From an optimization exercise on the open Yosys and OpenROAD flow, aimed at small area and a short achievable clock period; shortcuts taken in it are not production practice.
In this exercise RTL edits were held to simulation tests only and were not proved equivalent to the original.
No activity file was given, so power comes from the tool's default toggle rates.

==> inputs of 08-02 <==
==> flow/design.v <==
package buff_writer_pkg;
  localparam int          DEF_N_BYTES   = 100;
  localparam int          DEF_ADDR_W    = 13;
  localparam logic [12:0] DEF_START_LOC = 13'h800;
  localparam int          CNT_W         = 7;
  typedef enum logic [1:0] {
    IDLE  = 2'd0,
    WRITE = 2'd1,
    DONE  = 2'd2
  } state_t;
endpackage
module D_FF_Reg #(
  parameter int N_BIT = 8
) (
  input  logic             clk,
  input  logic             rst,
  input  logic             en,
  input  logic [N_BIT-1:0] d,
  output logic [N_BIT-1:0] q
);
  always_ff @(posedge clk) begin
    if (rst)     q <= '0;
    else if (en) q <= d;
  end
endmodule
module UDL_CNT #(
  parameter int N_BIT = 7
) (
  input  logic             clk,
  input  logic             rst,
  input  logic             en,
  input  logic             up,
  input  logic             load,
  input  logic [N_BIT-1:0] din,
  output logic [N_BIT-1:0] q
);
  always_ff @(posedge clk) begin
    if (rst)       q <= '0;
    else if (load) q <= din;
    else if (en)   q <= up ? q + N_BIT'(1) : q - N_BIT'(1);
  end
endmodule
module buff_writer #(
  parameter int                N_BYTES   = buff_writer_pkg::DEF_N_BYTES,
  parameter int                ADDR_W    = buff_writer_pkg::DEF_ADDR_W,
  parameter logic [ADDR_W-1:0] START_LOC = ADDR_W'(buff_writer_pkg::DEF_START_LOC)
) (
  input  logic                 clk,
  input  logic                 rst,
  input  logic                 en,
  input  logic                 trg,
  input  logic [N_BYTES*8-1:0] data_in,
  output logic [ADDR_W-1:0]    mem_addr,
  output logic [7:0]           mem_data,
  output logic                 mem_we,
  output logic                 busy,
  output logic                 done
);
  localparam int CW = buff_writer_pkg::CNT_W;
  logic                   busy_q;    
  logic                   wr_q;      
  logic                   done_q;    
  logic [CW-1:0]          cnt;       
  logic [N_BYTES*8-1:8]   shadow;    
  logic [7:0]             cur;       
  logic [7:0]             nxt_byte;  
  logic                   idle;
  logic                   accept;
  logic                   step;
  logic                   last;
  assign idle   = ~busy_q;
  assign accept = idle && trg && en;
  assign step   = wr_q && en;
  assign last   = (cnt == CW'(N_BYTES - 1));
  always_ff @(posedge clk) begin
    if (rst) begin
      busy_q <= 1'b0;
      wr_q   <= 1'b0;
      done_q <= 1'b0;
    end else begin
      busy_q <= accept || wr_q;
      wr_q   <= accept || (wr_q && !(en && last));
      done_q <= step && last;
    end
  end
  always_ff @(posedge clk) begin
    if (rst || !wr_q || (en && last)) cnt <= '0;
    else if (en)                      cnt <= cnt + CW'(1);
  end
  always_ff @(posedge clk) begin
    if (idle) shadow <= data_in[N_BYTES*8-1:8];
  end
  localparam int NG = (N_BYTES + 1) / 3;   
  logic [3*NG-1:0]        sel;
  logic [7:0]             dec_lo;
  logic [15:0]            dec_hi;
  logic [7:0][NG-1:0]     grp_n;
  always_comb begin
    for (int j = 0; j < 8; j++)  dec_lo[j] = (cnt[2:0] == 3'(j));
    for (int k = 0; k < 16; k++) dec_hi[k] = (cnt[CW-1:3] == (CW-3)'(k));
    sel = '0;
    for (int i = 0; i < N_BYTES - 1; i++) sel[i] = dec_hi[i/8] & dec_lo[i%8];
  end
  for (genvar b = 0; b < 8; b++) begin : g_bit
    for (genvar g = 0; g < NG; g++) begin : g_grp
      logic [2:0] d;
      for (genvar t = 0; t < 3; t++) begin : g_term
        if (3*g + t < N_BYTES - 1) begin : g_on
          assign d[t] = shadow[8*(3*g+t+1) + b];
        end else begin : g_off
          assign d[t] = 1'b0;
        end
      end
      buff_writer_aoi3 u_aoi (.s(sel[3*g +: 3]), .d(d), .y(grp_n[b][g]));
    end
    assign nxt_byte[b] = ~&grp_n[b];
  end
  always_ff @(posedge clk) begin
    if (rst || !wr_q) cur <= (accept && !rst) ? data_in[7:0] : 8'h00;
    else if (en)      cur <= nxt_byte;
  end
  always_comb begin
    mem_we   = step;
    mem_addr = (step ? START_LOC : '0) + (ADDR_W'(cnt) & {ADDR_W{en}});
    mem_data = cur & {8{en}};
    busy     = busy_q;
    done     = done_q;
  end
endmodule
module buff_writer_aoi3 (
  input  logic [2:0] s,
  input  logic [2:0] d,
  output logic       y
);
  assign y = ~|(s & d);
endmodule
==> flow/run.sh <==
#!/bin/bash
# synth_recipe.tcl (not shown) runs the flow's synth.tcl, then flattens the netlist and writes it again
# the make line also repeats each setting of config.mk as NAME=value (left out here)
make -C /OpenROAD-flow-scripts/flow DESIGN_CONFIG=/design/flow/config.mk WORK_HOME=/design/flow/orfs CLKGATE_MAP_FILE= SYNTH_SCRIPT=/design/flow/synth_recipe.tcl finish
==> flow/config.mk <==
export PLATFORM = sky130hd
export DESIGN_NAME = buff_writer
export DESIGN_NICKNAME = buff_writer
export VERILOG_FILES = /design/flow/design.v
export SDC_FILE = /design/flow/constraint.sdc
export NUM_CORES = 4
export LEC_CHECK = 0
export CAP_MARGIN = 20
export CORE_MARGIN = 2
export CORE_UTILIZATION = 55
export SETUP_SLACK_MARGIN = 4.6
export SLEW_MARGIN = 20
export SYNTH_HIERARCHICAL = 1
==> flow/constraint.sdc <==
create_clock -name core_clock -period 8.0 [get_ports {clk}]
set_input_delay 1.6000 -clock core_clock [delete_from_list [all_inputs] [get_ports {clk}]]
set_output_delay 1.6000 -clock core_clock [all_outputs]
set_load 0.01 [all_outputs]
==> 09-09 (differences from 08-02) <==
==> flow/flow/run.sh (new file) <==
#!/bin/bash
# Standard ORFS layout (the standard.sh, standard synthesis unchanged),
# with:
#  - the port buffers made from the smallest plain buffer instead of the
#    default delay cell (every input and output port still gets its buffer);
#  - the control and write-port pins kept together (flow/io.tcl);
#  - a clock tree of small buffers in clusters of up to 8 flip-flops,
#    without dummy balancing loads.
set -euo pipefail
export BUFFER_PORTS_ARGS="-buffer_cell sky130_fd_sc_hd__buf_1"
export IO_CONSTRAINTS="$PWD/flow/io.tcl"
export CTS_ARGS="-sink_clustering_enable -repair_clock_nets -sink_clustering_size 8 -sink_clustering_max_diameter 30 -buf_list sky130_fd_sc_hd__clkbuf_4 -dont_use_dummy_load"
bash standard.sh finish > standard.log 2>&1
==> flow/flow/io.tcl (new file) <==
# Keep the write port, en and the status pins together on one edge, with en
# in the middle of the outputs it gates, so the en -> output paths are short.
set_io_pin_constraint -group -order -region bottom:* -pin_names {
  mem_data[0] mem_data[1] mem_data[2] mem_data[3]
  mem_data[4] mem_data[5] mem_data[6] mem_data[7]
  en mem_we
  mem_addr[11] mem_addr[0] mem_addr[1] mem_addr[2] mem_addr[3]
  mem_addr[4] mem_addr[5] mem_addr[6]
}
set_io_pin_constraint -group -order -region bottom:* -pin_names {
  busy done trg rst
  mem_addr[7] mem_addr[8] mem_addr[9] mem_addr[10] mem_addr[12]
}
==> flow/standard.sh (new file) <==
#!/bin/bash
# synth_recipe.tcl (not shown) runs the flow's synth.tcl, then flattens the netlist and writes it again
# the make line also repeats each setting of config.mk as NAME=value (left out here)
make -C /OpenROAD-flow-scripts/flow DESIGN_CONFIG=/design/flow/config.mk WORK_HOME=/design/flow/orfs CLKGATE_MAP_FILE= SYNTH_SCRIPT=/design/flow/synth_recipe.tcl "${@:-finish}"
Settings changed: SETUP_SLACK_MARGIN 4.6 to 4.45.
removed: flow/run.sh
==> 06-11 (differences from 08-02) <==
==> flow/design.v (replaced) <==
package buff_writer_pkg;
  localparam int          DEF_N_BYTES   = 100;
  localparam int          DEF_ADDR_W    = 13;
  localparam logic [12:0] DEF_START_LOC = 13'h800;
  localparam int          CNT_W         = 7;
  typedef enum logic [1:0] {
    IDLE  = 2'd0,
    WRITE = 2'd1,
    DONE  = 2'd2
  } state_t;
endpackage
module D_FF_Reg #(
  parameter int N_BIT = 8
) (
  input  logic             clk,
  input  logic             rst,
  input  logic             en,
  input  logic [N_BIT-1:0] d,
  output logic [N_BIT-1:0] q
);
  always_ff @(posedge clk) begin
    if (rst)     q <= '0;
    else if (en) q <= d;
  end
endmodule
module UDL_CNT #(
  parameter int N_BIT = 7
) (
  input  logic             clk,
  input  logic             rst,
  input  logic             en,
  input  logic             up,
  input  logic             load,
  input  logic [N_BIT-1:0] din,
  output logic [N_BIT-1:0] q
);
  always_ff @(posedge clk) begin
    if (rst)       q <= '0;
    else if (load) q <= din;
    else if (en)   q <= up ? q + N_BIT'(1) : q - N_BIT'(1);
  end
endmodule
module buff_writer #(
  parameter int                N_BYTES   = buff_writer_pkg::DEF_N_BYTES,
  parameter int                ADDR_W    = buff_writer_pkg::DEF_ADDR_W,
  parameter logic [ADDR_W-1:0] START_LOC = ADDR_W'(buff_writer_pkg::DEF_START_LOC)
) (
  input  logic                 clk,
  input  logic                 rst,
  input  logic                 en,
  input  logic                 trg,
  input  logic [N_BYTES*8-1:0] data_in,
  output logic [ADDR_W-1:0]    mem_addr,
  output logic [7:0]           mem_data,
  output logic                 mem_we,
  output logic                 busy,
  output logic                 done
);
  buff_writer_pkg::state_t               state, state_nxt;
  logic [N_BYTES*8-1:0] shadow;
  logic [buff_writer_pkg::CNT_W-1:0]     cnt;
  logic [7:0]           cur_byte;
  logic                 accept;
  logic                 cnt_en;
  logic                 last;
  assign accept = (state == buff_writer_pkg::IDLE) && trg && en;
  assign cnt_en = (state == buff_writer_pkg::WRITE) && en;
  assign last   = (cnt == buff_writer_pkg::CNT_W'(N_BYTES - 1));
  D_FF_Reg #(.N_BIT(N_BYTES*8)) u_shadow (
    .clk (clk),
    .rst (rst),
    .en  (accept),
    .d   (data_in),
    .q   (shadow)
  );
  UDL_CNT #(.N_BIT(buff_writer_pkg::CNT_W)) u_cnt (
    .clk  (clk),
    .rst  (rst),
    .en   (cnt_en),
    .up   (1'b1),
    .load (accept),
    .din  ('0),
    .q    (cnt)
  );
  always_ff @(posedge clk) begin
    if (rst) state <= buff_writer_pkg::IDLE;
    else     state <= state_nxt;
  end
  always_comb begin
    state_nxt = state;
    case (state)
      buff_writer_pkg::IDLE:    if (accept) state_nxt = buff_writer_pkg::WRITE;
      buff_writer_pkg::WRITE:   if (en && last) state_nxt = buff_writer_pkg::DONE;
      buff_writer_pkg::DONE:    state_nxt = buff_writer_pkg::IDLE;
      default: state_nxt = buff_writer_pkg::IDLE;
    endcase
  end
  always_comb begin
    cur_byte = '0;
    for (int i = 0; i < N_BYTES; i++) begin
      if (cnt == buff_writer_pkg::CNT_W'(i)) cur_byte = shadow[8*i +: 8];
    end
  end
  always_comb begin
    mem_we   = cnt_en;
    mem_addr = '0;
    mem_data = '0;
    busy         = (state != buff_writer_pkg::IDLE);
    done         = (state == buff_writer_pkg::DONE);
    if (cnt_en) begin
      mem_addr = START_LOC + ADDR_W'(cnt);
      mem_data = cur_byte;
    end
  end
endmodule
Settings changed: CORE_UTILIZATION 55 to 40, SETUP_SLACK_MARGIN 4.6 to 0.4, SYNTH_HIERARCHICAL 1 to unset.
==> 01-10 (differences from 08-02) <==
==> flow/flow/run.sh (new file) <==
#!/bin/bash
# Standard ORFS layout (the standard.sh, standard synthesis unchanged),
# with the port buffers made from the smallest plain buffer instead of the
# default delay cell; every input and output port still gets its buffer.
set -euo pipefail
export BUFFER_PORTS_ARGS="-buffer_cell sky130_fd_sc_hd__buf_1"
bash standard.sh finish > standard.log 2>&1
==> flow/standard.sh (new file) <==
#!/bin/bash
# synth_recipe.tcl (not shown) runs the flow's synth.tcl, then flattens the netlist and writes it again
# the make line also repeats each setting of config.mk as NAME=value (left out here)
make -C /OpenROAD-flow-scripts/flow DESIGN_CONFIG=/design/flow/config.mk WORK_HOME=/design/flow/orfs CLKGATE_MAP_FILE= SYNTH_SCRIPT=/design/flow/synth_recipe.tcl "${@:-finish}"
removed: flow/run.sh
==> metrics.md <==
| Metric | Value |
|---|---|
| Status | no timing/DRC/antenna violations |
| Slew @ Worst Pin | 1.16 ns |
| Main combinational cell family by area after synthesis | simple AND/OR/NAND/NOR gates |
| P_sw | 2.42 mW |
| Initial antenna violation count | 9 |
| Top post-synthesis cells by area | dfxtp_1, nand2_1, a21oi_1 |
| Die X | 314 µm |
| CP endpoint kind | primary output |
| Via count | 42817 |
| Final core utilization | 52.8% |
the above is filed under 06-11

==> metrics.md <==
| Metric | Value |
|---|---|
| Tap cells | 680 |
| Top post-synthesis cells by area | edfxtp_1, a222oi_1, nor2_1 |
| Main combinational cell family by area after synthesis | compound AO/OA/AOI/OAI gates |
| Via count | 20151 |
| Final core utilization | 66.4% |
| Die X | 232 µm |
| Slew @ Worst Pin | 1.11 ns |
| P_sw | 1.72 mW |
| Endpoints failing hold | 0 |
| Status | no timing/DRC/antenna violations |
| CP endpoint kind | register |
the above is filed under 09-09

==> metrics.md <==
| Metric | Value |
|---|---|
| CORE AREA | 0.0513 mm² |
| Die X | 232 µm |
| Met2 GRT Util | 63.5% |
| Via count | 20185 |
| Slew @ Worst Pin | 1.15 ns |
| Final core utilization | 79.3% |
| CP endpoint kind | primary output |
| Top post-synthesis cells by area | edfxtp_1, a222oi_1, nor2_1 |
| Status | no timing/DRC/antenna violations |
| P_sw | 1.95 mW |
the above is filed under 08-02

==> metrics.md <==
| Metric | Value |
|---|---|
| Main combinational cell family by area after synthesis | compound AO/OA/AOI/OAI gates |
| Initial antenna violation count | 68 |
| Via count | 20184 |
| Status | no timing/DRC/antenna violations |
| Top post-synthesis cells by area | edfxtp_1, a222oi_1, nor2_1 |
| Die X | 232 µm |
| P_sw | 1.95 mW |
the above is filed under 01-10

what the ideal ports hide:
In the flow no input, the clock included, has a driving cell. The finished layouts below were timed again as built, in two steps. Step 1, drivers: a clkbuf_16 drives clk and a buf_2 each remaining input, both assumed. Step 2, shift: input delay + t, output delay - t, t = (earliest + latest rising clock arrival at the registers) / 2. This alone moves slack from input paths to output paths. Three values: no drivers, after step 1, after step 2; two values: the first two.
| run | t (ns) | setup slack, ns | hold slack, ns | worst setup path at the end |
|---|---|---|---|---|
| 08-02 | 0.689 | 4.165 / 4.116 / 4.116 | 0.620 / 0.620 / 0.620 | input to output |
| 09-09 | 1.032 | 4.405 / 4.216 / 4.216 | 0.617 / 0.617 / 0.617 | input to output |
| 06-11 | 0.746 | 0.318 / 0.240 / 0.960 | 0.453 / 0.453 / 0.453 | input to output |
| 01-10 | 0.678 | 4.196 / 4.126 / 4.126 | 0.627 / 0.627 / 0.627 | input to output |
After both steps every run listed still meets setup and hold. For 09-09, which loses most, drivers alone change the setup slack by -0.189 ns; drivers and shift together by -0.189 ns.
